This design comes from an exercise in tuning for small area and a short achievable clock period on the open sky130 flow, not from production work.
The RTL was checked by simulation tests, not by an equivalence proof against the original design.
Power and IR drop assume default switching activity.

<file path="design/flow/design.v">
module pulse_seq_multi #(
  parameter int unsigned NumCh     = 4,
  parameter int unsigned CntW      = 24,
  parameter int unsigned ScanSteps = 16
) (
  input  logic                          clk,
  input  logic                          rst,
  input  logic                          trig,
  input  logic                          scan_trig,
  input  logic                          cfg_we,
  input  logic [((NumCh > 1) ? $clog2(NumCh) : 1)-1:0] cfg_ch,
  input  logic [1:0]                    cfg_sel,
  input  logic [CntW-1:0]               cfg_data,
  output logic [NumCh-1:0]              pulse,
  output logic                          busy,
  output logic [$clog2(ScanSteps)-1:0]  scan_idx,
  output logic                          overrun
);
  localparam int unsigned ChW  = (NumCh > 1) ? $clog2(NumCh) : 1;
  localparam int unsigned IdxW = $clog2(ScanSteps);
  localparam logic [IdxW-1:0] LastIdx = IdxW'(ScanSteps - 1);
  logic [2:0]       trig_sync_q, scan_sync_q;
  logic             trig_edge_q, scan_edge_q;
  logic [NumCh-1:0] mask_q, act_q, pulse_q, first_q, act_d;
  logic             busy_q;
  logic [IdxW-1:0]  idx_q;
  logic             overrun_q, any_edge, shot, scan_shot, mask_wr, off_clr;
  logic [CntW-1:0]  wdata;
  function automatic logic [CntW:0] add_c(input logic [CntW-1:0] a, input logic [CntW-1:0] b);
    logic [CntW-1:0] g, p, gn, pn;
    g = a & b;
    p = a ^ b;
    for (int s = 1; s < CntW; s = s * 2) begin
      gn = g;
      pn = p;
      for (int i = 0; i < CntW; i++) begin
        if ((i / s) % 2 == 1) begin
          gn[i] = g[i] | (p[i] & g[(i / s) * s - 1]);
          pn[i] = p[i] & p[(i / s) * s - 1];
        end
      end
      g = gn;
      p = pn;
    end
    add_c = {g[CntW-1], a ^ b ^ {g[CntW-2:0], 1'b0}};
  endfunction
  function automatic logic [CntW-1:0] dec1(input logic [CntW-1:0] a);
    logic [CntW-1:0] o, on;
    o = a;
    for (int s = 1; s < CntW; s = s * 2) begin
      on = o;
      for (int i = 0; i < CntW; i++) begin
        if ((i / s) % 2 == 1) on[i] = o[i] | o[(i / s) * s - 1];
      end
      o = on;
    end
    dec1 = a ^ ~{o[CntW-2:0], 1'b0};
  endfunction
  assign busy      = busy_q;
  assign any_edge  = trig_edge_q | scan_edge_q;
  assign shot      = any_edge & ~busy_q;
  assign scan_shot = shot & scan_edge_q;
  assign mask_wr   = cfg_we & (cfg_sel == 2'd3);
  assign wdata     = cfg_data & {CntW{~rst}};
  assign off_clr   = rst | mask_wr | (scan_shot & (idx_q == LastIdx));
  always_ff @(posedge clk) begin
    if (rst) begin
      trig_sync_q <= '0;
      scan_sync_q <= '0;
      trig_edge_q <= 1'b0;
      scan_edge_q <= 1'b0;
      idx_q       <= '0;
      overrun_q   <= 1'b0;
    end else begin
      trig_sync_q <= {trig_sync_q[1:0], trig};
      scan_sync_q <= {scan_sync_q[1:0], scan_trig};
      trig_edge_q <= trig_sync_q[1] & ~trig_sync_q[2];
      scan_edge_q <= scan_sync_q[1] & ~scan_sync_q[2];
      if (mask_wr)        idx_q <= '0;
      else if (scan_shot) idx_q <= idx_q + IdxW'(1);
      if (any_edge && busy) overrun_q <= 1'b1;
      else if (mask_wr)     overrun_q <= 1'b0;
    end
  end
  always_ff @(posedge clk) begin
    if (rst || mask_wr) mask_q <= wdata[NumCh-1:0];
  end
  for (genvar c = 0; c < NumCh; c++) begin : g_ch
    logic [CntW-1:0] delay_q, width_q, step_q, offset_q, cnt_q, wlat_q, eff_w, wlat_full, m;
    logic [CntW:0]   sum_w, sum_o;
    logic            osat_q, wsat_q, wlnz_q, eff_sat;
    logic            ch_wr, dnz, ewnz, wlnz, last, start;
    assign ch_wr   = cfg_we & (cfg_ch == ChW'(c));
    assign sum_w   = add_c(width_q, offset_q);
    assign sum_o   = add_c(offset_q, step_q);
    assign eff_w   = scan_edge_q ? sum_w[CntW-1:0] : width_q;
    assign eff_sat = scan_edge_q & (sum_w[CntW] | osat_q);
    assign ewnz    = (width_q != '0) | (scan_edge_q & ((offset_q != '0) | osat_q));
    assign dnz     = delay_q != '0;
    assign wlnz    = wlnz_q;
    always_ff @(posedge clk) begin
      if (rst || (ch_wr && cfg_sel == 2'd0)) delay_q <= wdata;
      if (rst || (ch_wr && cfg_sel == 2'd1)) width_q <= wdata;
      if (rst || (ch_wr && cfg_sel == 2'd2)) step_q  <= wdata;
      if (off_clr) begin
        offset_q <= '0;
        osat_q   <= 1'b0;
      end else if (scan_shot) begin
        offset_q <= sum_o[CntW-1:0];
        osat_q   <= osat_q | sum_o[CntW];
      end
    end
    assign wlat_full = wlat_q | {CntW{wsat_q}};
    assign m         = first_q[c] ? wlat_full : cnt_q;
    assign last      = m == CntW'(1);
    assign start     = shot & mask_q[c] & (dnz | ewnz);
    always_ff @(posedge clk) begin
      if (!act_q[c]) begin
        wlat_q <= eff_w;
        wsat_q <= eff_sat;
        wlnz_q <= ewnz;
        cnt_q  <= delay_q;
      end else begin
        cnt_q  <= dec1(m);
      end
    end
    always_comb begin
      if (rst)              act_d[c] = 1'b0;
      else if (!act_q[c])   act_d[c] = start;
      else                  act_d[c] = ~(last & (pulse_q[c] | ~wlnz));
    end
    always_ff @(posedge clk) begin
      act_q[c]   <= act_d[c];
      first_q[c] <= act_q[c] ? (~pulse_q[c] & last & wlnz) : ~dnz;
      if (rst) begin
        pulse_q[c] <= 1'b0;
      end else if (!act_q[c]) begin
        if (start) pulse_q[c] <= ~dnz;
      end else if (last) begin
        pulse_q[c] <= ~pulse_q[c] & wlnz;
      end
    end
  end
  always_ff @(posedge clk) busy_q <= |act_d;
  assign pulse    = pulse_q;
  assign scan_idx = idx_q;
  assign overrun  = overrun_q;
endmodule
</file>
<file path="design/flow/flow/run.sh">
#!/bin/bash
# Standard ORFS layout with three changes: port buffers are buf_2 cells instead of the
# default delay cell, repair may resize a cell to any footprint, and CTS adds no dummy loads.
# Synthesis is the standard one, run on its own first.
set -euo pipefail
bash standard.sh synth > synth.log 2>&1
bash standard.sh \
  "MATCH_CELL_FOOTPRINT=0" \
  "BUFFER_PORTS_ARGS=-buffer_cell sky130_fd_sc_hd__buf_2" \
  "CTS_ARGS=-sink_clustering_enable -repair_clock_nets -dont_use_dummy_load -sink_clustering_size 28 -sink_clustering_max_diameter 90" \
  finish > layout.log 2>&1
</file>
<file path="design/flow/standard.sh">
#!/bin/bash
# synth_recipe.tcl (not shown) runs the flow's synth.tcl, then flattens the netlist and writes it again
# the make line also repeats each setting of config.mk as NAME=value (left out here)
make -C /OpenROAD-flow-scripts/flow DESIGN_CONFIG=/design/flow/config.mk WORK_HOME=/design/flow/orfs CLKGATE_MAP_FILE= SYNTH_SCRIPT=/design/flow/synth_recipe.tcl "${@:-finish}"
</file>
<file path="design/flow/config.mk">
export PLATFORM = sky130hd
export DESIGN_NAME = pulse_seq_multi
export DESIGN_NICKNAME = pulse_seq_multi
export VERILOG_FILES = /design/flow/design.v
export SDC_FILE = /design/flow/constraint.sdc
export NUM_CORES = 4
export LEC_CHECK = 0
export CAP_MARGIN = 20
export CORE_MARGIN = 2
export CORE_UTILIZATION = 40
export SETUP_SLACK_MARGIN = 2.5
export SLEW_MARGIN = 20
export TNS_END_PERCENT = 10
</file>
<file path="design/flow/constraint.sdc">
create_clock -name core_clock -period 5.5 [get_ports {clk}]
set_input_delay 1.1000 -clock core_clock [delete_from_list [all_inputs] [get_ports {clk}]]
set_output_delay 1.1000 -clock core_clock [all_outputs]
set_load 0.01 [all_outputs]
</file>
==> impl_metrics.py, run 1 <==
metrics = {
    "sta": {
        "drv_slew": 0,
        "setup_violations": 0,
        "slew_headroom_pct": 27.7,
        "rsz0062_at_grt": "true",
        "tns_ns": 0,
        "finClkSkew_ns": 0.0476,
        "period_needed_ns": 3.05,
        "hold_viol": 0,
        "post-route-period-util_pct": 55.4,
        "tightestPinTransition_ns": 1.08,
        "fmax_ghz": 0.328,
    },
    "clock_network": {
        "path_clk_slew_ns": 0.11,
        "cts_tree": "yes",
        "cts_root_buffer": "clkbuf_16",
        "clock_sinks": 618,
        "clock_path_buffers": 3,
        "hold_buffers": 0,
        "cts_inserted_buffers": 29,
        "htree_levels": 1,
        "clk_latency_ns": 0.62,
    },
    "cells_and_area": {
        "fin_nets": 3142,
        "n_fill_cell": 7184,
        "area_delta_synth_final_pct": 8.67,
        "final_cell_mix": "edfxtp_1 (396), nor2_1 (239), nand2_1 (226)",
        "drive_gt1_share_pct": 10.5,
        "final_common_cell": "edfxtp_1",
    },
    "yosys": {
        "seq_area_frac_synth_pct": 52.1,
        "synth_top_family_by_area": "compound AO/OA/AOI/OAI gates",
        "synth_edf_count": 396,
        "synth-xor-area-share_pct": 4.69,
        "ys_ff_latch": 618,
        "synthAdderAreaFrac_pct": 10.9,
        "ys.flop_type": "edfxtp_1",
        "synthMuxAreaShare_pct": 2.61,
        "yosys_warnings": 1,
        "yosys.area_share.simple_pct": 13.2,
        "synth.net_count": 3110,
        "syn_inst": 2828,
        "synth_cell_types": 86,
        "async_flop_share_pct": 0,
        "syn_avg_cell_area_um2": 11.1,
        "synth_compound_area_share_pct": 14.2,
        "syn_area_mm2": 0.0314,
    },
    "power_and_ir_drop": {
        "pwr_density_cell_mw_per_mm2": 271,
        "clkPwrFrac_pct": 25.5,
        "seqPwrFrac_pct": 60.8,
        "p_leak_nw": 13.1,
        "peakVddDrop_v": 0.000226,
        "intPower_mw": 6.81,
        "p_comb_share_pct": 13.7,
        "p_sw_mw": 2.44,
        "swShare_pct": 26.4,
        "p_total_mw": 9.25,
    },
    "grt": {
        "grt.met2_usage_pct": 34.7,
        "grt.total_usage_pct": 21.1,
        "use_met3_pct": 2.80,
        "grt_pass1_vias": 21927,
        "grt_use_met1_pct": 29.2,
        "grt_overflow": 0,
        "grt_pass1_wl_mm": 132,
        "antenna_found_initial": 14,
        "grt_max_degree": 56,
        "grt.busiest_layer": "met2",
    },
    "critical_path": {
        "rrSetupSlack_ns": 2.45,
        "path_max_fanout": 4,
        "r2r-end": "g_ch[1].wlat_q[22]",
        "r2r_start": "g_ch[1].width_q[0]",
        "r2r_cells": 10,
        "crit_path_start": "g_ch[1].width_q[0]",
        "arrival_ns": 3.43,
        "crit_required_ns": 5.88,
        "worst_setup_path_start_kind": "register",
        "cp-end-kind": "register",
        "critical_path_class": "reg2reg",
        "endpoint": "g_ch[1].wlat_q[22]",
    },
    "die": {
        "start_util_pct": 40.4,
        "die_h_um": 284,
        "design.core.area_mm2": 0.0776,
        "row_count": 102,
        "dieArea_mm2": 0.0807,
        "num_io_pins": 43,
        "fp.dieW_um": 284,
    },
    "drt": {
        "drt-total-wl_mm": 87.3,
        "routedWlPerCell_um": 22.4,
        "drt-pass1-iter-count": 6,
        "antenna_left": 0,
        "drtIter0Drc": 2153,
        "vias": 22349,
        "drcViolationCount": 0,
        "via_per_inst": 5.73,
    },
    "worst_hold_path": {
        "hp-class": "reg2reg",
    },
    "placement": {
        "gp_congestion": 0.894,
        "dpl.hpwl_mm": 59.5,
        "io_buffers": 42,
    },
    "job": {
        "cap_violations": 0,
    },
    "run_status": {
        "status": "finished clean",
    },
}
power by group through the flow:
stage / Combinational [mW] / Clock [mW] / Sequential [mW]
floorplan: 0.891 / 0 / 5.61
global placement: 1.19 / 0 / 5.72
detailed placement: 1.23 / 0 / 5.73
CTS: 1.26 / 2.42 / 5.62
global route: 1.41 / 2.56 / 5.66
finish: 1.27 / 2.36 / 5.62
worst min path at each step:
stage / startpoint / depth (start not counted) / endpoint / slack (ns)
4_1_cts: scan_sync_q[2] / 1 / scan_edge_q / 0.39
3_5_place_dp: scan_sync_q[2] / 1 / scan_edge_q / 0.37
5_1_grt: trig_sync_q[2] / 1 / trig_edge_q / 0.42
6_report: scan_sync_q[2] / 1 / scan_edge_q / 0.38
3_3_place_gp: trig_sync_q[2] / 1 / trig_edge_q / 0.38
2_1_floorplan: scan_sync_q[2] / 1 / scan_edge_q / 0.37
stage by stage:
stage	instances	hold WS (ns)	instance area [µm²]	setup slack [ns]	util, %
3_3_place_gp	3841	0.376	32900	2.17	42.4
2_1_floorplan	2828	0.367	31400	2.51	-
6_report	3903	0.385	34100	2.45	43.9
5_1_grt	3900	0.424	34100	2.35	43.9
4_1_cts	3883	0.387	33800	2.38	43.6
3_5_place_dp	3841	0.365	32900	2.13	42.4
layer usage:
metal	share of wire, %	routed length, µm
met5	0.047	41
met1	44	38700
met4	2.7	2340
met2	46	40500
met3	6.5	5630
Yosys cell counts, drive strengths merged, types with 12 or more instances:
library cell  number  area (µm²)
o21ai            111         556
a211oi            34         255
mux2              63         709
edfxtp           396       11900
nor3              82         415
o211ai            19         143
nand3             34         170
o22a              12         105
a21o              64         480
nand2            231         875
ha               209        2620
o31ai             16         135
nor2             244         918
dfxtp            222        4440
and3              15        93.8
nand4             26         163
a31oi             23         144
xor2              56         490
o22ai             52         325
inv               81         304
fa                40         801
nor2b             55         344
xnor2            112         981
o21bai            16         120
buf               29         128
clkbuf            76         285
o21a              32         240
a21oi            220        1100
nor4              81         507
worst max-delay path, cell delays in order (launching register included):
cell	delay (ns)
edfxtp_1	0.43
ha_2	0.21
fa_2	0.36
a211oi_2	0.27
o21bai_2	0.13
o211ai_1	0.31
a211o_1	0.26
nand2_4	0.09
a311oi_4	0.38
xnor2_1	0.10
mux2_2	0.28
registers in the layout (all words and copies together) (netlist names), 96 cells and up:
signal and flops:
g_ch.wlat_q 96, g_ch.delay_q 96, g_ch.step_q 96, g_ch.cnt_q 96, g_ch.width_q 96, g_ch.offset_q 96
layout make-up:
type | instances | area [µm²] | share of cell area [%]
inverters | 82 | 308 | 0.903
well taps | 1040 | 1300 | 3.82
clock buffers | 29 | 726 | 2.13
flip-flops and latches | 618 | 16300 | 48.0
repair buffers | 106 | 722 | 2.12
diodes | 5 | 12.5 | 0.0367
multi-input cells | 2023 | 14700 | 43.0
logic make-up after synthesis:
| family | after synthesis |
|---|---|
| compound gates | 683 |
| simple gates | 849 |
| fa+ha+maj | 249 |
| mux | 74 |
| xor+xnor | 168 |
| flops | 618 |
| buf+inv | 187 |
repair_timing:
item | 4_1_cts | 5_1_grt
resized for setup | 23 | 33
endpoints found under the setup margin | 137 | 117
pin swaps | 16 | 28
buffers inserted | 13 | 15
==> run 2, diff against run 1 <==
--- a/design/flow/config.mk
+++ b/design/flow/config.mk
@@ -9,5 +9,5 @@
 export CORE_MARGIN = 2
 export CORE_UTILIZATION = 40
-export SETUP_SLACK_MARGIN = 2.5
+export SETUP_SLACK_MARGIN = 3.0
 export SLEW_MARGIN = 20
 export TNS_END_PERCENT = 10
==> run 2 against run 1 <==
- still clean
- clock skew is essentially flat
- non-clock buffer count increased by 43
- via count rose by 0.69%
- setup slack got worse by 0.0020 ns
- hold slack got worse by 0.00081 ns
- area after synthesis unchanged
- utilization is 1.2 points higher
- combinational power rose by 4%
- count of clock-buffer cells in the layout grew 1
- critical endpoint is now g_ch[3].wlat_q[14]
- highest routed layer is now met4
==> impl_metrics.py, run 2 <==
metrics = {
    "critical_path": {
        "r2r_start": "g_ch[3].width_q[0]",
        "cp-end-kind": "register",
        "rrSetupSlack_ns": 2.45,
        "crit_required_ns": 5.86,
        "cp_cell_sequence": "ha_2 -> fa_2 -> a211oi_2 -> o21bai_2 -> o2111a_2 -> or3_4 -> a21o_1 -> a21o_1 -> xor2_1 -> mux2_4",
        "worst_setup_path_start_kind": "register",
        "path_max_fanout": 3,
        "r2r-end": "g_ch[3].wlat_q[14]",
        "critPathTopFamily": "compound AO/OA/AOI/OAI gates",
        "arrival_ns": 3.41,
        "crit_buf_inv": 0,
        "slowest_stage": "edfxtp_1",
        "cp_common_cell": "a21o_1",
        "r2r_cells": 10,
        "critical_path_class": "reg2reg",
        "slowest_delay_ns": 0.41,
    },
    "clock_network": {
        "hold_buffers": 0,
        "path_clk_slew_ns": 0.11,
        "clk_latency_ns": 0.64,
        "htree_levels": 1,
        "clock_path_buffers": 3,
        "cts_tree": "yes",
        "cts_inserted_buffers": 30,
        "clock_sinks": 618,
        "cts_root_buffer": "clkbuf_16",
    },
    "die": {
        "start_util_pct": 40.4,
        "dieArea_mm2": 0.0807,
        "row_count": 102,
        "design.core.area_mm2": 0.0776,
        "fp.dieW_um": 284,
        "die_h_um": 284,
        "num_io_pins": 43,
    },
    "yosys": {
        "synth_edf_count": 396,
        "seq_area_frac_synth_pct": 52.1,
        "ys.flop_type": "edfxtp_1",
        "synth_commonest_cells": "edfxtp_1 (396), nor2_1 (243), nand2_1 (228), dfxtp_1 (222), a21oi_1 (220)",
        "ys_ff_latch": 618,
        "synth.net_count": 3110,
        "synth.top_cells.by_area": "edfxtp_1 (38%), dfxtp_1 (14%), ha_1 (8.3%)",
        "synth_cell_types": 86,
        "async_flop_share_pct": 0,
        "syn_inst": 2828,
        "syn_avg_cell_area_um2": 11.1,
        "syn_area_mm2": 0.0314,
        "synth.most_common_cell": "edfxtp_1",
        "yosys_warnings": 1,
        "synth_top_cell_by_area": "edfxtp_1",
        "synth.top_cell.area_share_pct": 37.9,
    },
    "worst_hold_path": {
        "holdPathStages": 1,
        "worst_hold_path.endpoint": "trig_edge_q",
        "hp-class": "reg2reg",
        "hp-start": "trig_sync_q[2]",
    },
    "grt": {
        "grt_pass1_wl_mm": 130,
        "grt_pass1_vias": 22204,
        "grt.total_usage_pct": 20.7,
        "antenna_found_initial": 8,
        "grt_overflow": 0,
        "grt_max_degree": 64,
    },
    "sta": {
        "fmax_ghz": 0.328,
        "rsz0062_at_grt": "true",
        "hold_viol": 0,
        "tns_ns": 0,
        "tightestPinTransition_ns": 1.14,
        "slew_headroom_pct": 23.9,
        "finClkSkew_ns": 0.0480,
        "drv_slew": 0,
        "setup_violations": 0,
        "setup_ws_ns": 2.45,
        "period_needed_ns": 3.05,
        "post-route-period-util_pct": 55.5,
    },
    "power_and_ir_drop": {
        "p_leak_nw": 13.5,
        "pwr_density_cell_mw_per_mm2": 267,
        "peakVddDrop_v": 0.000208,
    },
    "cells_and_area": {
        "final_common_cell": "edfxtp_1",
        "drive_gt1_share_pct": 14.1,
        "final_cell_mix": "edfxtp_1 (396), nor2_1 (239), nand2_1 (223)",
        "fin_nets": 3187,
        "n_fill_cell": 7172,
        "area_delta_synth_final_pct": 11.7,
    },
    "drt": {
        "drtIter0Drc": 1771,
        "drt-pass1-iter-count": 6,
        "routedWlPerCell_um": 21.9,
        "drt-total-wl_mm": 86.5,
        "via_per_inst": 5.70,
        "drcViolationCount": 0,
        "antenna_left": 0,
        "vias": 22504,
    },
    "run_status": {
        "status": "finished clean",
    },
    "placement": {
        "dpl.hpwl_mm": 57.6,
        "gp_congestion": 0.887,
        "io_buffers": 42,
        "place_ws_ns": 1.63,
    },
    "job": {
        "cap_violations": 0,
    },
}
## run 2: cell count changes in the layout (fill, tap and decap cells not counted), moves of 8 or more
cell | previous run | this run
a211oi_2 | 7 | 15
o21ai_0 | 85 | 77
buf_4 | 58 | 88
nor4_1 | 79 | 71
a211oi_1 | 27 | 19
## run 2: worst max path at each step
stage / from / endpoint / cells after the start
floorplan: first_q[1] / g_ch[1].cnt_q[22] / 15
global placement: rst / g_ch[3].offset_q[23] / 6
detailed placement: rst / g_ch[3].offset_q[23] / 6
CTS: g_ch[3].width_q[0] / g_ch[3].wlat_q[14] / 10
global route: g_ch[0].step_q[0] / g_ch[0].osat_q / 11
finish: g_ch[3].width_q[0] / g_ch[3].wlat_q[14] / 10
## run 2: kinds of logic (layout without fill, tap and decap cells)
kind of cell               Yosys count  in the layout  share of synthesized area (%)
and+or+nand+nor                    849            850                           13.2
AOI/OAI and AO/OA                  683            683                           14.2
DFF                                618            618                           52.1
adders and majority gates          249            249                           10.9
buffers and inverters              187            261                           2.30
xor gates and xnor gates           168            168                           4.69
muxes                               74             74                           2.61
other                                0              2                              0
## run 2: metal layers
metal	GRT usage, %	routed length, µm	vias to the layer above
li1	-	-	10650
met1	28.5	38200	11018
met2	34.4	40500	696
met3	1.65	4640	140
met4	7.18	3240	0
met5	0	0	-
## run 2: worst register-to-register path: cells and delay by family, from the launching register on
family	cells	cell delay [ns]
adders and majority gates	2	0.57
muxes	1	0.26
AOI/OAI and AO/OA	5	1.06
and+or+nand+nor	1	0.37
xor gates and xnor gates	1	0.14
DFF	1	0.41
## run 2: cell type report
| class | instances | area (µm²) | share of cell area (%) |
|---|---|---|---|
| Tap cell | 1040 | 1300 | 3.71 |
| Antenna cell | 2 | 5.00 | 0.0143 |
| Multi-Input combinational cell | 2024 | 15100 | 43.2 |
| Timing Repair Buffer | 149 | 1180 | 3.38 |
| Inverter | 82 | 308 | 0.879 |
| Sequential cell | 618 | 16300 | 46.7 |
| Clock buffer | 30 | 751 | 2.14 |
## run 2: through the flow
stage               utilization, %  power, mW  instances  hold WS (ns)  area, µm²
CTS                           44.0       9.35       3895         0.383      34100
finish                        45.1       9.34       3945         0.384      35000
global placement              42.4       6.91       3841         0.371      32900
detailed placement            42.4       6.95       3841         0.379      32900
global route                  45.1       9.73       3945         0.417      35000
floorplan                        -       6.50       2828         0.367      31400
## run 2: what timing repair did
item,in CTS,in global routing
pin swaps,50,48
resized for setup,64,101
setup buffers,23,45
endpoints found under the setup margin,264,264
gates cloned,1,3
endpoints found under the hold margin,0,0
## run 2: power by group
| part | switching [mW] | internal [mW] |
|---|---|---|
| combinational | 0.791 | 0.532 |
| clock | 1.43 | 0.970 |
| sequential | 0.261 | 5.36 |
| total | 2.48 | 6.86 |
==> run 3, diff against run 2 <==
--- a/design/flow/config.mk
+++ b/design/flow/config.mk
@@ -8,6 +8,5 @@
 export CAP_MARGIN = 20
 export CORE_MARGIN = 2
-export CORE_UTILIZATION = 40
-export SETUP_SLACK_MARGIN = 3.0
+export CORE_UTILIZATION = 55
+export SETUP_SLACK_MARGIN = 2.5
 export SLEW_MARGIN = 20
-export TNS_END_PERCENT = 10
==> run 3 against run 2 <==
- still clean on timing, DRC and antenna
- utilization rose by 15 points
- sequential power barely moved
- non-clock buffer count fell by 13
- first-iteration DRC count rose by 14%
- flip-flop and latch count did not move
- highest routed layer is now met5
==> impl_metrics.py, run 3 <==
metrics = {
    "die": {
        "start_util_pct": 55.6,
        "die_h_um": 243,
        "fp.dieW_um": 243,
        "design.core.area_mm2": 0.0564,
        "dieArea_mm2": 0.0589,
        "row_count": 87,
        "num_io_pins": 43,
    },
    "clock_network": {
        "cts_root_buffer": "clkbuf_16",
        "clock_sinks": 618,
        "hold_buffers": 0,
        "clock_path_buffers": 3,
        "cts_inserted_buffers": 30,
        "path_clk_slew_ns": 0.11,
        "cts_tree": "yes",
        "htree_levels": 1,
        "clk_latency_ns": 0.65,
    },
    "critical_path": {
        "cp.depth": 10,
        "path_max_fanout": 3,
        "endpoint": "g_ch[3].wlat_q[14]",
        "slowest_delay_ns": 0.41,
        "r2r_start": "g_ch[3].width_q[0]",
        "r2r-end": "g_ch[3].wlat_q[14]",
        "cp_cell_sequence": "ha_2 -> fa_2 -> a211oi_2 -> o21bai_2 -> o2111a_2 -> or3_4 -> a21o_1 -> a21o_1 -> xor2_1 -> mux2_4",
        "worst_setup_path_start_kind": "register",
        "cp-end-kind": "register",
        "slowest_stage": "edfxtp_1",
        "critPathTopFamily": "compound AO/OA/AOI/OAI gates",
        "r2r_cells": 10,
        "crit_required_ns": 5.88,
        "arrival_ns": 3.41,
        "critical_path_class": "reg2reg",
        "crit_path_start": "g_ch[3].width_q[0]",
        "crit_buf_inv": 0,
        "cp_common_cell": "a21o_1",
        "rrSetupSlack_ns": 2.47,
    },
    "yosys": {
        "synth-xor-area-share_pct": 4.69,
        "ys.flop_type": "edfxtp_1",
        "synth.top_cell.area_share_pct": 37.9,
        "synthAdderAreaFrac_pct": 10.9,
        "yosys_warnings": 1,
        "synth.top_cells.by_area": "edfxtp_1 (38%), dfxtp_1 (14%), ha_1 (8.3%)",
        "yosys.area_share.simple_pct": 13.2,
        "syn_area_mm2": 0.0314,
        "synth_edf_count": 396,
        "synth_cell_types": 86,
        "syn_inst": 2828,
        "ys_ff_latch": 618,
        "synth_compound_area_share_pct": 14.2,
        "seq_area_frac_synth_pct": 52.1,
        "synthMuxAreaShare_pct": 2.61,
        "async_flop_share_pct": 0,
        "synth_top_cell_by_area": "edfxtp_1",
        "synth.net_count": 3110,
        "synth.most_common_cell": "edfxtp_1",
        "syn_avg_cell_area_um2": 11.1,
        "synth_top_family_by_area": "compound AO/OA/AOI/OAI gates",
        "synth_commonest_cells": "edfxtp_1 (396), nor2_1 (243), nand2_1 (228), dfxtp_1 (222), a21oi_1 (220)",
    },
    "power_and_ir_drop": {
        "p_total_mw": 9.28,
        "intPower_mw": 6.85,
        "swShare_pct": 26.2,
        "clkPwrFrac_pct": 25.6,
        "seqPwrFrac_pct": 60.5,
        "p_sw_mw": 2.43,
        "p_leak_nw": 13.3,
        "peakVddDrop_v": 0.000313,
        "pwr_density_cell_mw_per_mm2": 272,
        "p_comb_share_pct": 13.9,
    },
    "grt": {
        "grt_pass1_vias": 21721,
        "antenna_found_initial": 15,
        "grt_pass1_wl_mm": 127,
        "grt_max_degree": 76,
        "grt.total_usage_pct": 28.2,
        "grt_overflow": 0,
    },
    "sta": {
        "drv_slew": 0,
        "rsz0062_at_grt": "true",
        "slew_headroom_pct": 32.6,
        "tightestPinTransition_ns": 1.01,
        "post-route-period-util_pct": 55.1,
        "finClkSkew_ns": 0.0431,
        "fin_hold_ws_ns": 0.398,
        "tns_ns": 0,
        "setup_violations": 0,
        "fmax_ghz": 0.330,
        "period_needed_ns": 3.03,
        "hold_viol": 0,
    },
    "cells_and_area": {
        "fin_nets": 3174,
        "multi_input_area_mm2": 0.0147,
        "final_cell_mix": "edfxtp_1 (396), nor2_1 (239), nand2_1 (225)",
        "drive_gt1_share_pct": 12.4,
        "seq_area_mm2": 0.0163,
        "finalInstanceArea_mm2": 0.0341,
        "n_fill_cell": 4676,
        "area_delta_synth_final_pct": 8.62,
        "final_common_cell": "edfxtp_1",
    },
    "drt": {
        "drt-pass1-iter-count": 5,
        "drcViolationCount": 0,
        "routedWlPerCell_um": 23.2,
        "antenna_left": 0,
        "via_per_inst": 6.14,
        "vias": 22411,
        "drt-total-wl_mm": 84.7,
        "drtIter0Drc": 2027,
    },
    "placement": {
        "gp_congestion": 0.885,
        "io_buffers": 42,
        "placed_area_mm2": 0.0325,
        "dpl.hpwl_mm": 57.0,
    },
    "worst_hold_path": {
        "hp-class": "reg2reg",
    },
    "run_status": {
        "status": "finished clean",
    },
    "job": {
        "cap_violations": 0,
    },
}
-- run 3: kinds of logic (layout without fill, tap and decap cells) --
logic type / Yosys count / in the layout
muxes: 74 / 74
AOI/OAI and AO/OA: 683 / 683
adders and majority gates: 249 / 249
and+or+nand+nor: 849 / 850
xor gates and xnor gates: 168 / 168
buffers and inverters: 187 / 248
other: 0 / 5
DFF: 618 / 618
-- run 3: final cells by class --
type	count	area share (%)
antenna	5	0.0367
clock buffer	30	2.20
inverter	82	0.904
multi-input combinational	2024	43.3
sequential	618	48.0
tap	756	2.78
timing repair buffer	136	2.80
-- run 3: worst min path at each step --
stage | from | to | slack [ns] | cells past startpoint
6_report | trig_sync_q[2] | trig_edge_q | 0.40 | 1
5_1_grt | trig_sync_q[2] | trig_edge_q | 0.42 | 1
4_1_cts | scan_sync_q[2] | scan_edge_q | 0.40 | 1
3_5_place_dp | scan_sync_q[2] | scan_edge_q | 0.37 | 1
3_3_place_gp | scan_sync_q[2] | scan_edge_q | 0.36 | 1
2_1_floorplan | scan_sync_q[2] | scan_edge_q | 0.37 | 1
-- run 3: through the flow --
stage / instances / utilization [%] / worst slack [ns]
4_1_cts: 3614 / 59.5 / 2.42
3_5_place_dp: 3565 / 57.7 / 2.11
3_3_place_gp: 3565 / 57.7 / 2.17
2_1_floorplan: 2828 / - / 2.51
6_report: 3651 / 60.4 / 2.47
5_1_grt: 3646 / 60.4 / 2.37
-- run 3: power by group through the flow --
stage	Sequential [mW]	Clock (mW)	Combinational, mW
floorplan	5.61	0	0.891
finish	5.62	2.37	1.29
CTS	5.61	2.44	1.25
global placement	5.71	0	1.19
detailed placement	5.72	0	1.22
global route	5.66	2.57	1.43
-- run 3: layer usage --
layer / vias up / share of wire [%] / GRT usage [%]
li1: 10629 / - / -
met1: 10848 / 44 / 40.5
met2: 796 / 45 / 44.6
met3: 136 / 8.3 / 4.06
met4: 2 / 3.3 / 8.30
met5: - / 0.13 / 0
-- run 3: timing repair --
action | 4_1_cts | 5_1_grt
gates cloned | 1 | 0
buffers inserted | 18 | 32
pin swaps | 23 | 31
endpoints found under the hold margin | 0 | 0
gates resized for setup | 37 | 43
endpoints found under the setup margin | 87 | 72
==> run 4, diff against run 3 <==
--- a/design/flow/config.mk
+++ b/design/flow/config.mk
@@ -8,5 +8,7 @@
 export CAP_MARGIN = 20
 export CORE_MARGIN = 2
-export CORE_UTILIZATION = 55
+export CORE_UTILIZATION = 40
+export GPL_ROUTABILITY_DRIVEN = 0
+export PLACE_DENSITY = 0.8
 export SETUP_SLACK_MARGIN = 2.5
 export SLEW_MARGIN = 20
==> run 4 against run 3 <==
- sequential share of layout area down 0.33 points
- final area up 0.72%
- highest routed layer unchanged
- critical endpoint unchanged
- utilization down 16 points
- non-clock buffer count down 7
- still clean
==> impl_metrics.py, run 4 <==
metrics = {
    "die": {
        "start_util_pct": 40.4,
        "num_io_pins": 43,
        "dieArea_mm2": 0.0807,
        "fp.dieW_um": 284,
        "die_h_um": 284,
        "row_count": 102,
        "design.core.area_mm2": 0.0776,
    },
    "drt": {
        "antenna_left": 0,
        "drtIter0Drc": 2586,
        "drcViolationCount": 0,
        "routedWlPerCell_um": 21.1,
        "drt-total-wl_mm": 82.7,
        "via_per_inst": 5.84,
        "vias": 22941,
        "drt-pass1-iter-count": 6,
    },
    "power_and_ir_drop": {
        "peakVddDrop_v": 0.000274,
        "p_total_mw": 9.25,
        "p_leak_nw": 13.2,
        "pwr_density_cell_mw_per_mm2": 270,
    },
    "yosys": {
        "synth.top_cells.by_area": "edfxtp_1 (38%), dfxtp_1 (14%), ha_1 (8.3%)",
        "seq_area_frac_synth_pct": 52.1,
        "synth_commonest_cells": "edfxtp_1 (396), nor2_1 (243), nand2_1 (228), dfxtp_1 (222), a21oi_1 (220)",
        "synth.most_common_cell": "edfxtp_1",
        "synth_top_cell_by_area": "edfxtp_1",
        "synth.top_cell.area_share_pct": 37.9,
        "syn_inst": 2828,
        "ys_ff_latch": 618,
        "synth.net_count": 3110,
        "syn_area_mm2": 0.0314,
        "synth_cell_types": 86,
        "syn_avg_cell_area_um2": 11.1,
        "synth_edf_count": 396,
        "ys.flop_type": "edfxtp_1",
        "async_flop_share_pct": 0,
        "yosys_warnings": 1,
    },
    "critical_path": {
        "worst_setup_path_start_kind": "register",
        "crit_required_ns": 5.84,
        "cp-end-kind": "register",
        "critical_path_class": "reg2reg",
        "rrSetupSlack_ns": 2.42,
        "arrival_ns": 3.43,
        "path_max_fanout": 4,
    },
    "clock_network": {
        "clk_latency_ns": 0.64,
        "clock_sinks": 618,
        "hold_buffers": 0,
        "cts_inserted_buffers": 29,
        "path_clk_slew_ns": 0.11,
        "cts_tree": "yes",
        "cts_root_buffer": "clkbuf_16",
        "htree_levels": 1,
        "clock_path_buffers": 3,
    },
    "cells_and_area": {
        "final_common_cell": "edfxtp_1",
        "final_cell_mix": "edfxtp_1 (396), nor2_1 (240), nand2_1 (225)",
        "final_util_pct": 44.2,
        "instances_no_fill": 3926,
        "area_delta_synth_final_pct": 9.40,
        "n_fill_cell": 7055,
        "fin_nets": 3165,
        "drive_gt1_share_pct": 12.0,
    },
    "sta": {
        "finClkSkew_ns": 0.0679,
        "drv_slew": 0,
        "setup_violations": 0,
        "setup_ws_ns": 2.42,
        "post-route-period-util_pct": 56.0,
        "fmax_ghz": 0.324,
        "period_needed_ns": 3.08,
        "tightestPinTransition_ns": 1.06,
        "slew_headroom_pct": 29.4,
        "tns_ns": 0,
        "rsz0062_at_grt": "true",
        "hold_viol": 0,
    },
    "job": {
        "cap_violations": 0,
    },
    "grt": {
        "antenna_found_initial": 14,
        "grt_overflow": 0,
        "grt.total_usage_pct": 19.7,
        "grt_pass1_vias": 21915,
        "grt_pass1_wl_mm": 125,
        "grt_max_degree": 56,
    },
    "placement": {
        "place_ws_ns": 1.65,
        "io_buffers": 42,
        "dpl.hpwl_mm": 56.1,
        "dp_cells": 3855,
    },
    "run_status": {
        "status": "finished clean",
    },
    "worst_hold_path": {
        "hp-class": "reg2reg",
    },
}
run 4: cell counts after synthesis:
Identical to the previous run, type by type.
run 4: report_power, final:
group,total [mW],switching [mW],internal (mW)
registers,5.62,0.258,5.36
logic,1.29,0.774,0.515
clock network,2.34,1.40,0.939
total,9.25,2.44,6.81
run 4: repair_timing:
action / in CTS / in global routing
resized for setup: 31 / 60
endpoints found under the setup margin: 102 / 108
gates cloned: 0 / 0
buffers inserted: 19 / 18
pin swaps: 27 / 47
hold endpoints to repair: 0 / 0
run 4: area by class of cell:
cell class | instances | area (µm²) | area share (%)
Multi-Input combinational cell | 2023 | 14700 | 42.9
Clock buffer | 29 | 726 | 2.12
Antenna cell | 5 | 12.5 | 0.0365
Timing Repair Buffer | 129 | 886 | 2.58
Tap cell | 1040 | 1300 | 3.79
Sequential cell | 618 | 16300 | 47.6
Inverter | 82 | 308 | 0.897
run 4: metal layers:
layer	wire, µm	GRT usage [%]	up-vias
li1	-	-	10607
met5	48	0	-
met3	8680	4.44	190
met1	32200	25.3	11061
met4	3480	8.25	8
met2	38200	32.2	1075
run 4: kinds of logic (layout without fill, tap and decap cells):
| group | Yosys count | after routing | synth area share, % |
|---|---|---|---|
| AOI/OAI and AO/OA | 683 | 683 | 14.2 |
| muxes | 74 | 74 | 2.61 |
| adders and majority gates | 249 | 249 | 10.9 |
| DFF | 618 | 618 | 52.1 |
| buffers and inverters | 187 | 240 | 2.30 |
| xor gates and xnor gates | 168 | 168 | 4.69 |
| other | 0 | 5 | 0 |
| and+or+nand+nor | 849 | 849 | 13.2 |
run 4: path summary, 6_finish.rpt:
| check | start | to | cells past startpoint |
|---|---|---|---|
| min | scan_sync_q[2] | scan_edge_q | 1 |
| min reg2reg | scan_sync_q[2] | scan_edge_q | 1 |
| max | g_ch[3].width_q[0] | g_ch[3].wlat_q[14] | 10 |
| max reg2reg | g_ch[3].width_q[0] | g_ch[3].wlat_q[14] | 10 |
run 4: worst max-delay path: stages, from the launching register on:
cell and delay (ns):
edfxtp_1 0.42, ha_2 0.21, fa_2 0.35, a211oi_2 0.25, o21bai_1 0.13, o2111a_2 0.31
or3_4 0.38, a21o_1 0.18, a21o_1 0.19, xor2_1 0.14, mux2_2 0.27
run 4: stage by stage:
stage	area, µm²	hold slack [ns]
after floorplan	31400	0.367
after global placement	32900	0.367
after detailed placement	32900	0.371
after CTS	33900	0.384
after global routing	34300	0.398
final	34300	0.380
==> run 5, diff against run 4 <==
--- a/design/flow/config.mk
+++ b/design/flow/config.mk
@@ -9,6 +9,4 @@
 export CORE_MARGIN = 2
 export CORE_UTILIZATION = 40
-export GPL_ROUTABILITY_DRIVEN = 0
-export PLACE_DENSITY = 0.8
-export SETUP_SLACK_MARGIN = 2.5
+export SETUP_SLACK_MARGIN = 2.35
 export SLEW_MARGIN = 20
==> run 5 against run 4 <==
- first-iteration DRC count is 17% lower
- power shrank 0.74%
- critical path depth rose by 1
- register-to-register slack got worse by 0.02 ns
- clock skew fell by 0.025 ns
- setup slack worse by 0.018 ns
- combinational power barely moved
- synthesized cell count stayed put
- via count shrank 2.1%
- clock power fell by 2%
- largest cell class unchanged
==> impl_metrics.py, run 5 <==
metrics = {
    "yosys": {
        "syn_avg_cell_area_um2": 11.1,
        "async_flop_share_pct": 0,
        "synth.top_cells.by_area": "edfxtp_1 (38%), dfxtp_1 (14%), ha_1 (8.3%)",
        "syn_area_mm2": 0.0314,
        "synth.net_count": 3110,
        "synth_cell_types": 86,
        "synth.most_common_cell": "edfxtp_1",
        "synth.top_cell.area_share_pct": 37.9,
        "synth_commonest_cells": "edfxtp_1 (396), nor2_1 (243), nand2_1 (228), dfxtp_1 (222), a21oi_1 (220)",
        "synth_edf_count": 396,
        "seq_area_frac_synth_pct": 52.1,
        "yosys_warnings": 1,
        "ys.flop_type": "edfxtp_1",
        "synth_top_cell_by_area": "edfxtp_1",
        "ys_ff_latch": 618,
        "syn_inst": 2828,
    },
    "clock_network": {
        "htree_levels": 1,
        "cts_inserted_buffers": 28,
        "hold_buffers": 0,
        "path_clk_slew_ns": 0.10,
        "cts_tree": "yes",
        "clock_path_buffers": 3,
        "cts_root_buffer": "clkbuf_16",
        "clock_sinks": 618,
        "clk_latency_ns": 0.63,
    },
    "critical_path": {
        "crit_required_ns": 5.87,
        "path_max_fanout": 3,
        "rrSetupSlack_ns": 2.40,
        "arrival_ns": 3.47,
        "r2r_cells": 11,
        "critical_path_class": "reg2reg",
        "crit_path_start": "g_ch[1].width_q[0]",
        "r2r_start": "g_ch[1].width_q[0]",
        "cp-end-kind": "register",
        "endpoint": "g_ch[1].wlat_q[14]",
        "worst_setup_path_start_kind": "register",
        "r2r-end": "g_ch[1].wlat_q[14]",
    },
    "power_and_ir_drop": {
        "p_total_mw": 9.18,
        "intPower_mw": 6.77,
        "peakVddDrop_v": 0.000261,
        "pwr_density_cell_mw_per_mm2": 271,
        "seqPwrFrac_pct": 61.1,
        "clkPwrFrac_pct": 25.1,
        "p_comb_share_pct": 13.8,
        "p_sw_mw": 2.41,
        "p_leak_nw": 13.1,
        "swShare_pct": 26.3,
    },
    "drt": {
        "antenna_left": 0,
        "drt-total-wl_mm": 85.1,
        "vias": 22467,
        "via_per_inst": 5.77,
        "drcViolationCount": 0,
        "drtIter0Drc": 2155,
        "drt-pass1-iter-count": 6,
        "routedWlPerCell_um": 21.9,
    },
    "die": {
        "design.core.area_mm2": 0.0776,
        "start_util_pct": 40.4,
        "row_count": 102,
        "dieArea_mm2": 0.0807,
        "die_h_um": 284,
        "fp.dieW_um": 284,
        "num_io_pins": 43,
    },
    "cells_and_area": {
        "final_util_pct": 43.7,
        "final_common_cell": "edfxtp_1",
        "area_delta_synth_final_pct": 8.20,
        "final_cell_mix": "edfxtp_1 (396), nor2_1 (239), nand2_1 (226)",
        "drive_gt1_share_pct": 10.0,
        "n_fill_cell": 7198,
        "fin_nets": 3133,
        "instances_no_fill": 3893,
    },
    "grt": {
        "grt_overflow": 0,
        "grt_max_degree": 56,
        "grt.total_usage_pct": 20.5,
        "grt_pass1_wl_mm": 129,
        "grt_pass1_vias": 21937,
        "antenna_found_initial": 14,
    },
    "sta": {
        "fmax_ghz": 0.323,
        "slew_headroom_pct": 28.0,
        "finClkSkew_ns": 0.0428,
        "rsz0062_at_grt": "true",
        "post-route-period-util_pct": 56.4,
        "hold_viol": 0,
        "drv_slew": 0,
        "tightestPinTransition_ns": 1.08,
        "tns_ns": 0,
        "period_needed_ns": 3.10,
        "setup_violations": 0,
    },
    "run_status": {
        "status": "finished clean",
    },
    "placement": {
        "io_buffers": 42,
        "dp_cells": 3842,
        "gp_congestion": 0.870,
        "dpl.hpwl_mm": 58.2,
    },
    "job": {
        "cap_violations": 0,
    },
    "worst_hold_path": {
        "hp-class": "reg2reg",
    },
}
[run 5: worst min-delay path by stage]
stage / startpoint / end / slack, ns / cells after the start
after floorplan: scan_sync_q[2] / scan_edge_q / 0.37 / 1
after global placement: scan_sync_q[2] / scan_edge_q / 0.37 / 1
after detailed placement: scan_sync_q[2] / scan_edge_q / 0.36 / 1
after CTS: scan_sync_q[2] / scan_edge_q / 0.38 / 1
after global routing: trig_sync_q[2] / trig_edge_q / 0.40 / 1
final: scan_sync_q[2] / scan_edge_q / 0.38 / 1
[run 5: per-layer routing]
metal	routed length, µm	global-route usage, %	up-vias
li1	-	-	10566
met5	41	0	-
met3	5870	2.96	147
met4	3080	6.58	6
met1	37600	28.8	11013
met2	38500	32.7	735
[run 5: final cells by class]
class	instances	area, µm²	area share [%]
antenna	4	10.0	0.0295
multi-input combinational	2024	14600	43.1
inverter	82	308	0.907
sequential	618	16300	48.2
clock buffer	28	701	2.07
tap	1040	1300	3.84
timing repair buffer	97	637	1.88
[run 5: timing repair]
item,CTS,global route
buffers inserted,4,14
pin swaps,6,22
gates cloned,0,1
endpoints found under the setup margin,47,72
gates resized for setup,11,38
endpoints found under the hold margin,0,0
[run 5: critical path, stage by stage (launching register included)]
cell       delay (ns)
edfxtp_1         0.43
ha_2             0.22
fa_2             0.42
a211oi_2         0.28
o21bai_2         0.11
buf_4            0.15
o2111ai_1        0.20
o211ai_1         0.18
a21o_1           0.24
a21o_1           0.22
xor2_1           0.14
mux2_2           0.27
[run 5: kinds of logic after synthesis]
kind of cell | share of synthesized area [%]
and+or+nand+nor | 13.2
AOI/OAI and AO/OA | 14.2
DFF | 52.1
adders and majority gates | 10.9
buffers and inverters | 2.30
xor gates and xnor gates | 4.69
muxes | 2.61
[run 5: power groups by stage]
stage / logic [mW] / registers, mW / clock network [mW]
after global placement: 1.18 / 5.71 / 0
after detailed placement: 1.23 / 5.72 / 0
after floorplan: 0.891 / 5.61 / 0
final: 1.26 / 5.61 / 2.30
after global routing: 1.40 / 5.66 / 2.50
after CTS: 1.24 / 5.61 / 2.36
[run 5: metrics by stage]
stage               hold WS, ns  setup WS, ns  area, µm²
global placement          0.370          1.96      32900
global route              0.400          2.27      33900
finish                    0.382          2.40      33900
floorplan                 0.367          2.48      31400
CTS                       0.382          2.35      33600
detailed placement        0.364          1.74      32900
==> run 6, diff against run 5 <==
--- a/design/flow/config.mk
+++ b/design/flow/config.mk
@@ -9,4 +9,4 @@
 export CORE_MARGIN = 2
 export CORE_UTILIZATION = 40
-export SETUP_SLACK_MARGIN = 2.35
+export SETUP_SLACK_MARGIN = 2.65
 export SLEW_MARGIN = 20
==> run 6 against run 5 <==
- critical path depth down 1
- synthesized cell count unchanged
- final cell count up 2.0%
- combinational power up 7%
- flip-flop and latch count unchanged
- non-clock buffer count up 77
- via count up 1.5%
- critical path type unchanged
- still clean on timing, DRC and antenna
- die area unchanged
==> impl_metrics.py, run 6 <==
metrics = {
    "cells_and_area": {
        "final_cell_mix": "edfxtp_1 (396), nor2_1 (235), nand2_1 (222)",
        "fin_nets": 3210,
        "final_common_cell": "edfxtp_1",
        "n_fill_cell": 7143,
        "drive_gt1_share_pct": 15.7,
        "multi_input_area_mm2": 0.0151,
        "finalInstanceArea_mm2": 0.0352,
        "seq_area_mm2": 0.0163,
        "area_delta_synth_final_pct": 12.2,
    },
    "grt": {
        "antenna_found_initial": 14,
        "grt_max_degree": 81,
        "grt.total_usage_pct": 21.3,
        "grt_overflow": 0,
        "grt_pass1_vias": 22283,
        "grt_pass1_wl_mm": 133,
    },
    "clock_network": {
        "cts_root_buffer": "clkbuf_16",
        "cts_inserted_buffers": 29,
        "clock_sinks": 618,
        "htree_levels": 1,
        "path_clk_slew_ns": 0.11,
        "clock_path_buffers": 3,
        "hold_buffers": 0,
        "clk_latency_ns": 0.63,
        "cts_tree": "yes",
    },
    "yosys": {
        "synth_top_cell_by_area": "edfxtp_1",
        "synth_edf_count": 396,
        "seq_area_frac_synth_pct": 52.1,
        "synth.top_cells.by_area": "edfxtp_1 (38%), dfxtp_1 (14%), ha_1 (8.3%)",
        "synth_cell_types": 86,
        "synth.most_common_cell": "edfxtp_1",
        "synthMuxAreaShare_pct": 2.61,
        "synth-xor-area-share_pct": 4.69,
        "syn_inst": 2828,
        "ys_ff_latch": 618,
        "syn_area_mm2": 0.0314,
        "synth_compound_area_share_pct": 14.2,
        "yosys_warnings": 1,
        "ys.flop_type": "edfxtp_1",
        "synth.net_count": 3110,
        "synth_commonest_cells": "edfxtp_1 (396), nor2_1 (243), nand2_1 (228), dfxtp_1 (222), a21oi_1 (220)",
        "synth_top_family_by_area": "compound AO/OA/AOI/OAI gates",
        "synthAdderAreaFrac_pct": 10.9,
        "yosys.area_share.simple_pct": 13.2,
        "async_flop_share_pct": 0,
        "synth.top_cell.area_share_pct": 37.9,
        "syn_avg_cell_area_um2": 11.1,
    },
    "sta": {
        "fmax_ghz": 0.330,
        "period_needed_ns": 3.03,
        "finClkSkew_ns": 0.0503,
        "drv_slew": 0,
        "tightestPinTransition_ns": 1.15,
        "hold_viol": 0,
        "tns_ns": 0,
        "setup_violations": 0,
        "post-route-period-util_pct": 55.2,
        "slew_headroom_pct": 23.2,
        "rsz0062_at_grt": "true",
    },
    "drt": {
        "drt-pass1-iter-count": 5,
        "drcViolationCount": 0,
        "antenna_left": 0,
        "drtIter0Drc": 2096,
        "drt-total-wl_mm": 89.5,
        "via_per_inst": 5.74,
        "routedWlPerCell_um": 22.5,
        "vias": 22814,
    },
    "power_and_ir_drop": {
        "swShare_pct": 26.6,
        "p_comb_share_pct": 14.5,
        "clkPwrFrac_pct": 25.3,
        "seqPwrFrac_pct": 60.2,
        "p_leak_nw": 13.6,
        "p_sw_mw": 2.48,
        "peakVddDrop_v": 0.000163,
        "intPower_mw": 6.85,
        "pwr_density_cell_mw_per_mm2": 265,
    },
    "placement": {
        "placed_area_mm2": 0.0329,
        "gp_congestion": 0.872,
        "io_buffers": 42,
        "dpl.hpwl_mm": 58.9,
    },
    "critical_path": {
        "slowest_stage": "edfxtp_1",
        "cp-end-kind": "register",
        "critical_path_class": "reg2reg",
        "arrival_ns": 3.40,
        "cp_cell_sequence": "ha_2 -> fa_2 -> a211oi_2 -> o21bai_2 -> o2111a_2 -> or3_4 -> a21o_1 -> a21o_1 -> xor2_1 -> mux2_4",
        "path_max_fanout": 4,
        "crit_path_start": "g_ch[3].width_q[0]",
        "crit_required_ns": 5.87,
        "cp_common_cell": "a21o_1",
        "worst_setup_path_start_kind": "register",
        "slowest_delay_ns": 0.42,
        "r2r_start": "g_ch[3].width_q[0]",
    },
    "worst_hold_path": {
        "hp-start": "scan_sync_q[2]",
        "hp-class": "reg2reg",
    },
    "die": {
        "design.core.area_mm2": 0.0776,
        "fp.dieW_um": 284,
        "die_h_um": 284,
        "row_count": 102,
        "dieArea_mm2": 0.0807,
        "num_io_pins": 43,
        "start_util_pct": 40.4,
    },
    "run_status": {
        "status": "finished clean",
    },
    "job": {
        "cap_violations": 0,
    },
}
[run 6: cell counts after synthesis]
No cell type changed its count.
[run 6: per-stage QoR]
step                total power [mW]  worst slack, ns  hold WS [ns]  std cells  utilization, %
floorplan                       6.50             2.57         0.367       2828               -
global placement                6.90             1.86         0.371       3846            42.4
detailed placement              6.95             2.00         0.375       3847            42.4
CTS                             9.32             2.47         0.395       3929            44.3
global route                    9.71             2.38         0.408       3969            45.3
finish                          9.33             2.47         0.385       3972            45.3
[run 6: timing repair]
| action | in CTS | in global routing |
|---|---|---|
| resized for setup | 82 | 114 |
| setup endpoints to repair | 203 | 127 |
| gates cloned | 0 | 1 |
| pin swaps | 55 | 76 |
| buffers inserted | 53 | 36 |
[run 6: cell type report]
type,count,share of cell area (%)
flip-flops and latches,618,46.5
diodes,6,0.0427
well taps,1040,3.70
inverters,82,0.875
multi-input cells,2023,43.0
clock buffers,29,2.06
repair buffers,174,3.82
[run 6: cells by family after synthesis]
group	after synthesis
AOI/OAI and AO/OA	683
buffers and inverters	187
xor gates and xnor gates	168
adders and majority gates	249
and+or+nand+nor	849
DFF	618
muxes	74
[run 6: path summary, 6_finish.rpt]
kind | end | slack [ns] | depth (start not counted)
worst max-delay path | g_ch[3].wlat_q[14] | 2.47 | 10
worst min-delay path | scan_edge_q | 0.39 | 1
worst min register to register | scan_edge_q | 0.39 | 1
worst max register to register | g_ch[3].wlat_q[14] | 2.47 | 10
[run 6: power by group through the flow]
stage	Sequential, mW	Clock [mW]	Combinational (mW)
floorplan	5.61	0	0.891
detailed placement	5.73	0	1.23
global route	5.66	2.56	1.49
global placement	5.71	0	1.19
finish	5.62	2.36	1.35
CTS	5.61	2.42	1.29
[run 6: routing by layer]
layer	up-vias	share of wire, %	wire length [µm]	track usage, %
li1	10696	-	-	-
met1	11182	42	37200	27.6
met2	764	47	42400	35.7
met3	168	7.3	6510	3.76
met4	4	3.7	3320	7.54
met5	-	0.027	24	0
[run 6: critical path: cells and delay by family (launching register included)]
kind                     cells  cell delay, ns
AO/OA/AOI/OAI                5            1.04
AND/OR/NAND/NOR              1            0.38
adder cells (fa/ha/maj)      2            0.56
multiplexers                 1            0.25
flip-flops                   1            0.42
XOR/XNOR                     1            0.14
==> run 7, diff against run 6 <==
--- a/design/flow/config.mk
+++ b/design/flow/config.mk
@@ -8,5 +8,5 @@
 export CAP_MARGIN = 20
 export CORE_MARGIN = 2
-export CORE_UTILIZATION = 40
-export SETUP_SLACK_MARGIN = 2.65
+export CORE_UTILIZATION = 48
+export SETUP_SLACK_MARGIN = 2.5
 export SLEW_MARGIN = 20
==> run 7 against run 6 <==
- flip-flop and latch count stayed put
- die area is 16% lower
- global-route usage is 3.6 points higher
- critical endpoint unchanged
- largest cell class unchanged
- highest routed layer is now met4
==> impl_metrics.py, run 7 <==
metrics = {
    "run_status": {
        "status": "finished clean",
    },
    "grt": {
        "grt_overflow": 0,
        "grt_pass1_wl_mm": 129,
        "grt.total_usage_pct": 24.9,
        "grt_max_degree": 81,
        "antenna_found_initial": 10,
        "grt_pass1_vias": 21770,
    },
    "sta": {
        "fmax_ghz": 0.328,
        "hold_viol": 0,
        "tightestPinTransition_ns": 1.04,
        "drv_slew": 0,
        "period_needed_ns": 3.05,
        "setup_violations": 0,
        "slew_headroom_pct": 30.7,
        "tns_ns": 0,
        "fin_hold_ws_ns": 0.403,
        "finClkSkew_ns": 0.0402,
        "rsz0062_at_grt": "true",
        "post-route-period-util_pct": 55.4,
    },
    "power_and_ir_drop": {
        "pwr_density_cell_mw_per_mm2": 272,
        "peakVddDrop_v": 0.000163,
        "p_leak_nw": 13.3,
    },
    "placement": {
        "dpl.hpwl_mm": 56.9,
        "io_buffers": 42,
        "gp_congestion": 0.906,
    },
    "yosys": {
        "synth_commonest_cells": "edfxtp_1 (396), nor2_1 (243), nand2_1 (228), dfxtp_1 (222), a21oi_1 (220)",
        "synth_cell_types": 86,
        "synth_top_cell_by_area": "edfxtp_1",
        "async_flop_share_pct": 0,
        "synth_edf_count": 396,
        "synth.top_cell.area_share_pct": 37.9,
        "ys_ff_latch": 618,
        "yosys_warnings": 1,
        "seq_area_frac_synth_pct": 52.1,
        "synth.net_count": 3110,
        "ys.flop_type": "edfxtp_1",
        "syn_avg_cell_area_um2": 11.1,
        "syn_inst": 2828,
        "synth.top_cells.by_area": "edfxtp_1 (38%), dfxtp_1 (14%), ha_1 (8.3%)",
        "synth.most_common_cell": "edfxtp_1",
        "syn_area_mm2": 0.0314,
    },
    "clock_network": {
        "htree_levels": 1,
        "cts_tree": "yes",
        "cts_inserted_buffers": 30,
        "clock_path_buffers": 3,
        "cts_root_buffer": "clkbuf_16",
        "clk_latency_ns": 0.63,
        "clock_sinks": 618,
        "path_clk_slew_ns": 0.10,
    },
    "die": {
        "die_h_um": 260,
        "start_util_pct": 48.6,
        "design.core.area_mm2": 0.0645,
        "fp.dieW_um": 260,
        "row_count": 93,
        "num_io_pins": 43,
        "dieArea_mm2": 0.0674,
    },
    "critical_path": {
        "critical_path_class": "reg2reg",
        "worst_setup_path_start_kind": "register",
        "cp-end-kind": "register",
        "arrival_ns": 3.44,
        "path_max_fanout": 4,
        "crit_required_ns": 5.90,
    },
    "job": {
        "cap_violations": 0,
    },
    "drt": {
        "vias": 22463,
        "drt-total-wl_mm": 85.3,
        "drcViolationCount": 0,
        "drtIter0Drc": 2070,
        "drt-pass1-iter-count": 5,
        "via_per_inst": 6.01,
        "antenna_left": 0,
        "routedWlPerCell_um": 22.8,
    },
    "cells_and_area": {
        "fin_nets": 3162,
        "area_delta_synth_final_pct": 8.95,
        "final_common_cell": "edfxtp_1",
        "final_cell_mix": "edfxtp_1 (396), nor2_1 (240), nand2_1 (225)",
        "drive_gt1_share_pct": 12.1,
        "final_util_pct": 53.0,
    },
    "worst_hold_path": {
        "hp-class": "reg2reg",
    },
}
-- run 7: cell counts after synthesis --
No cell type changed its count.
-- run 7: logic make-up (layout without fill, tap and decap cells) --
logic type	after synthesis	count (layout)	share of synthesized area (%)
flip-flops	618	618	52.1
multiplexers	74	74	2.61
adder cells (fa/ha/maj)	249	249	10.9
XOR/XNOR	168	168	4.69
buffers and inverters	187	237	2.30
other	0	4	0
AO/OA/AOI/OAI	683	683	14.2
AND/OR/NAND/NOR	849	849	13.2
-- run 7: cell type report --
cell class	count	area (µm²)
timing repair buffer	125	885
antenna	4	10.0
tap	855	1070
sequential	618	16300
clock buffer	30	751
multi-input combinational	2023	14800
fill	5542	30300
inverter	82	308
-- run 7: what timing repair did --
action,4_1_cts,5_1_grt
gates cloned,0,0
pin swaps,23,34
buffers inserted,21,24
gates resized for setup,39,53
endpoints found under the setup margin,136,113
hold buffers,0,0
-- run 7: power by group --
| group | internal, mW | switching, mW |
|---|---|---|
| combinational | 0.517 | 0.774 |
| clock | 0.970 | 1.42 |
| sequential | 5.36 | 0.254 |
-- run 7: path summary, 6_finish.rpt --
path,start,endpoint,slack (ns),cells after the start
min reg2reg,trig_sync_q[2],trig_edge_q,0.40,1
max reg2reg,g_ch[3].width_q[0],g_ch[3].wlat_q[14],2.45,10
max,g_ch[3].width_q[0],g_ch[3].wlat_q[14],2.45,10
min,trig_sync_q[2],trig_edge_q,0.40,1
-- run 7: worst max-delay path, stage by stage (launching register included) --
cell      delay [ns]
edfxtp_1        0.43
ha_2            0.21
fa_2            0.36
a211oi_2        0.22
o21bai_1        0.14
o2111a_2        0.31
or3_4           0.38
a21o_1          0.19
a21o_1          0.19
xor2_1          0.14
mux2_2          0.26
-- run 7: per-layer routing --
layer / up-vias / track usage (%) / wire length, µm
met3: 124 / 2.16 / 5250
met4: 0 / 6.48 / 2200
met5: - / 0 / 0
met2: 707 / 42.2 / 40700
li1: 10612 / - / -
met1: 11020 / 34.5 / 37100
-- run 7: through the flow --
step / worst slack, ns / std cells / area [µm²] / power (mW)
final: 2.45 / 3737 / 34200 / 9.29
after global routing: 2.38 / 3733 / 34200 / 9.68
after CTS: 2.47 / 3709 / 33700 / 9.32
after detailed placement: 2.11 / 3658 / 32600 / 6.94
after global placement: 1.96 / 3657 / 32600 / 6.90
after floorplan: 2.51 / 2828 / 31400 / 6.50
==> run 8, diff against run 7 <==
--- a/design/flow/config.mk
+++ b/design/flow/config.mk
@@ -8,5 +8,5 @@
 export CAP_MARGIN = 20
 export CORE_MARGIN = 2
-export CORE_UTILIZATION = 48
+export CORE_UTILIZATION = 40
 export SETUP_SLACK_MARGIN = 2.5
 export SLEW_MARGIN = 20
==> run 8 against run 7 <==
- still clean
- highest routed layer is now met5
- flip-flop and latch count is the same
- combinational power is essentially flat
- sequential share of layout area decreased by 0.16 points
- via count decreased by 0.16%
- register-to-register slack improved by 0.03 ns
- die area is 20% higher
- largest power group unchanged
==> impl_metrics.py, run 8 <==
metrics = {
    "run_status": {
        "status": "finished clean",
    },
    "yosys": {
        "seq_area_frac_synth_pct": 52.1,
        "synthMuxAreaShare_pct": 2.61,
        "synth.net_count": 3110,
        "synth.top_cell.area_share_pct": 37.9,
        "synth-xor-area-share_pct": 4.69,
        "synth.top_cells.by_area": "edfxtp_1 (38%), dfxtp_1 (14%), ha_1 (8.3%)",
        "synth_edf_count": 396,
        "ys.flop_type": "edfxtp_1",
        "synth_top_family_by_area": "compound AO/OA/AOI/OAI gates",
        "synth_top_cell_by_area": "edfxtp_1",
        "synth_commonest_cells": "edfxtp_1 (396), nor2_1 (243), nand2_1 (228), dfxtp_1 (222), a21oi_1 (220)",
        "syn_avg_cell_area_um2": 11.1,
        "async_flop_share_pct": 0,
        "synth_cell_types": 86,
        "synthAdderAreaFrac_pct": 10.9,
        "synth_compound_area_share_pct": 14.2,
        "synth.most_common_cell": "edfxtp_1",
        "ys_ff_latch": 618,
        "syn_area_mm2": 0.0314,
        "yosys.area_share.simple_pct": 13.2,
        "syn_inst": 2828,
        "yosys_warnings": 1,
    },
    "sta": {
        "post-route-period-util_pct": 54.9,
        "setup_violations": 0,
        "rsz0062_at_grt": "true",
        "fmax_ghz": 0.331,
        "setup_ws_ns": 2.48,
        "finClkSkew_ns": 0.0469,
        "drv_slew": 0,
        "slew_headroom_pct": 28.8,
        "tightestPinTransition_ns": 1.07,
        "hold_viol": 0,
        "fin_hold_ws_ns": 0.386,
        "tns_ns": 0,
        "period_needed_ns": 3.02,
    },
    "power_and_ir_drop": {
        "p_leak_nw": 13.2,
        "seqPwrFrac_pct": 60.7,
        "clkPwrFrac_pct": 25.4,
        "peakVddDrop_v": 0.000226,
        "pwr_density_cell_mw_per_mm2": 270,
        "p_sw_mw": 2.45,
        "p_comb_share_pct": 13.9,
        "swShare_pct": 26.4,
        "intPower_mw": 6.81,
    },
    "critical_path": {
        "r2r_start": "g_ch[3].width_q[0]",
        "cp_common_cell": "a21o_1",
        "slowest_delay_ns": 0.42,
        "r2r-end": "g_ch[3].wlat_q[14]",
        "path_max_fanout": 4,
        "endpoint": "g_ch[3].wlat_q[14]",
        "cp-end-kind": "register",
        "crit_path_start": "g_ch[3].width_q[0]",
        "worst_setup_path_start_kind": "register",
        "critical_path_class": "reg2reg",
        "cp.depth": 10,
        "arrival_ns": 3.36,
        "r2r_cells": 10,
        "slowest_stage": "edfxtp_1",
        "cp_cell_sequence": "ha_2 -> fa_2 -> a211oi_2 -> o21bai_2 -> o2111a_2 -> or3_4 -> a21o_1 -> a21o_1 -> xor2_1 -> mux2_4",
        "crit_required_ns": 5.85,
        "crit_buf_inv": 0,
        "critPathTopFamily": "compound AO/OA/AOI/OAI gates",
        "rrSetupSlack_ns": 2.48,
    },
    "cells_and_area": {
        "fin_nets": 3153,
        "drive_gt1_share_pct": 11.6,
        "area_delta_synth_final_pct": 9.33,
        "instances_no_fill": 3914,
        "final_cell_mix": "edfxtp_1 (396), nor2_1 (239), nand2_1 (226)",
        "final_common_cell": "edfxtp_1",
    },
    "grt": {
        "grt_pass1_vias": 22008,
        "grt_max_degree": 56,
        "grt_pass1_wl_mm": 132,
        "grt_overflow": 0,
        "grt.total_usage_pct": 21.2,
        "antenna_found_initial": 14,
    },
    "die": {
        "dieArea_mm2": 0.0807,
        "row_count": 102,
        "fp.dieW_um": 284,
        "num_io_pins": 43,
        "design.core.area_mm2": 0.0776,
        "die_h_um": 284,
        "start_util_pct": 40.4,
    },
    "drt": {
        "drt-pass1-iter-count": 8,
        "drtIter0Drc": 1977,
        "drt-total-wl_mm": 87.6,
        "drcViolationCount": 0,
        "wl_met1_mm": 38.6,
        "met2_length_mm": 40.7,
        "highest_layer": "met5",
        "routedWlPerCell_um": 22.4,
        "routed-wl-met3_mm": 5.80,
        "vias": 22427,
        "antenna_left": 0,
        "via_per_inst": 5.73,
    },
    "job": {
        "cap_violations": 0,
    },
    "clock_network": {
        "clk_latency_ns": 0.62,
        "clock_sinks": 618,
        "cts_tree": "yes",
        "cts_inserted_buffers": 29,
        "clock_path_buffers": 3,
        "path_clk_slew_ns": 0.10,
        "hold_buffers": 0,
        "cts_root_buffer": "clkbuf_16",
        "htree_levels": 1,
    },
    "placement": {
        "place_ws_ns": 2.13,
        "dpl.hpwl_mm": 59.5,
        "dp_cells": 3841,
        "io_buffers": 42,
        "gp_congestion": 0.894,
    },
    "worst_hold_path": {
        "hp-class": "reg2reg",
        "hp-start": "scan_sync_q[2]",
    },
}
-- run 8: cell counts after synthesis --
Identical to the previous run, type by type.
-- run 8: how the worst min path moves through the flow --
stage,end,depth (start not counted)
floorplan,scan_edge_q,1
global placement,trig_edge_q,1
detailed placement,scan_edge_q,1
CTS,scan_edge_q,1
global route,trig_edge_q,1
finish,scan_edge_q,1
-- run 8: timing repair --
action | in CTS | in global routing
gates cloned | 0 | 1
pin swaps | 28 | 27
setup buffers | 23 | 15
setup endpoints to repair | 137 | 108
resized for setup | 37 | 48
-- run 8: power by group through the flow --
| stage | clock network, mW | registers (mW) | logic, mW |
|---|---|---|---|
| 3_3_place_gp | 0 | 5.72 | 1.19 |
| 2_1_floorplan | 0 | 5.61 | 0.891 |
| 3_5_place_dp | 0 | 5.73 | 1.23 |
| 6_report | 2.35 | 5.62 | 1.29 |
| 5_1_grt | 2.56 | 5.66 | 1.42 |
| 4_1_cts | 2.42 | 5.62 | 1.26 |
-- run 8: kinds of logic after synthesis --
family | after synthesis
adder cells (fa/ha/maj) | 249
AO/OA/AOI/OAI | 683
AND/OR/NAND/NOR | 849
flip-flops | 618
buffers and inverters | 187
multiplexers | 74
XOR/XNOR | 168
-- run 8: area by class of cell --
class                      instances  area (µm²)
multi-input combinational       2024       14800
inverter                          82         308
clock buffer                      29         726
tap                             1040        1300
sequential                       618       16300
fill                            7168       43300
timing repair buffer             116         810
antenna                            5        12.5
-- run 8: worst reg2reg max path: stages, from the launching register on --
cell and delay (ns):
edfxtp_1 0.42, ha_2 0.21, fa_2 0.35, a211oi_2 0.22, o21bai_2 0.12, o2111a_2 0.29, or3_4 0.38, a21o_1 0.18
a21o_1 0.18, xor2_1 0.14, mux2_4 0.27
-- run 8: stage by stage --
| stage | power (mW) | instance area [µm²] | utilization (%) |
|---|---|---|---|
| 4_1_cts | 9.30 | 33900 | 43.7 |
| 2_1_floorplan | 6.50 | 31400 | - |
| 5_1_grt | 9.65 | 34300 | 44.2 |
| 3_5_place_dp | 6.96 | 32900 | 42.4 |
| 6_report | 9.26 | 34300 | 44.2 |
| 3_3_place_gp | 6.91 | 32900 | 42.4 |
-- run 8: per-layer routing --
metal / vias to the layer above / GRT usage [%]
met3: 129 / 2.80
li1: 10570 / -
met2: 707 / 34.9
met1: 11015 / 29.2
met5: - / 0
met4: 6 / 5.93

## port drivers added, routing unchanged
How much do the figures lean on ideal ports? The routed layouts below were timed once more, with nothing changed but the port constraints.
Step 1 sets driving cells, clkbuf_16 on the clock port and buf_2 on the other inputs (assumed; they add their load-dependent delay and slew).
Step 2, shift: input delay + t, output delay - t, t = (earliest + latest rising clock arrival at the registers) / 2. This alone moves slack from input paths to output paths.
Three values: ideal ports, drivers, drivers and shift; two values: the first two.
run	shift t [ns]	slack for setup (ns)	hold slack, ns	latest minus earliest clock arrival (ns)	pins driven straight from the clock port
run 1	0.665	2.452 / 2.452 / 2.152	0.385 / 0.385 / 0.385	0.048 / 0.048	1
run 2	0.679	2.450 / 2.450 / 2.373	0.384 / 0.384 / 0.384	0.048 / 0.048	1
run 3	0.678	2.468 / 2.468 / 2.305	0.398 / 0.398 / 0.398	0.057 / 0.057	1
run 4	0.665	2.418 / 2.418 / 2.035	0.380 / 0.380 / 0.380	0.072 / 0.072	1
run 5	0.672	2.399 / 2.399 / 1.887	0.382 / 0.382 / 0.382	0.044 / 0.044	1
run 6	0.668	2.466 / 2.466 / 2.124	0.385 / 0.385 / 0.385	0.053 / 0.053	1
run 7	0.679	2.454 / 2.454 / 2.083	0.403 / 0.403 / 0.403	0.043 / 0.042	1
run 8	0.661	2.483 / 2.483 / 2.150	0.386 / 0.386 / 0.386	0.050 / 0.050	1
After both steps setup and hold are still met in every run listed. The setup slack of run 5, which loses most, moves by 0.000 ns with the drivers and by -0.512 ns with both steps.
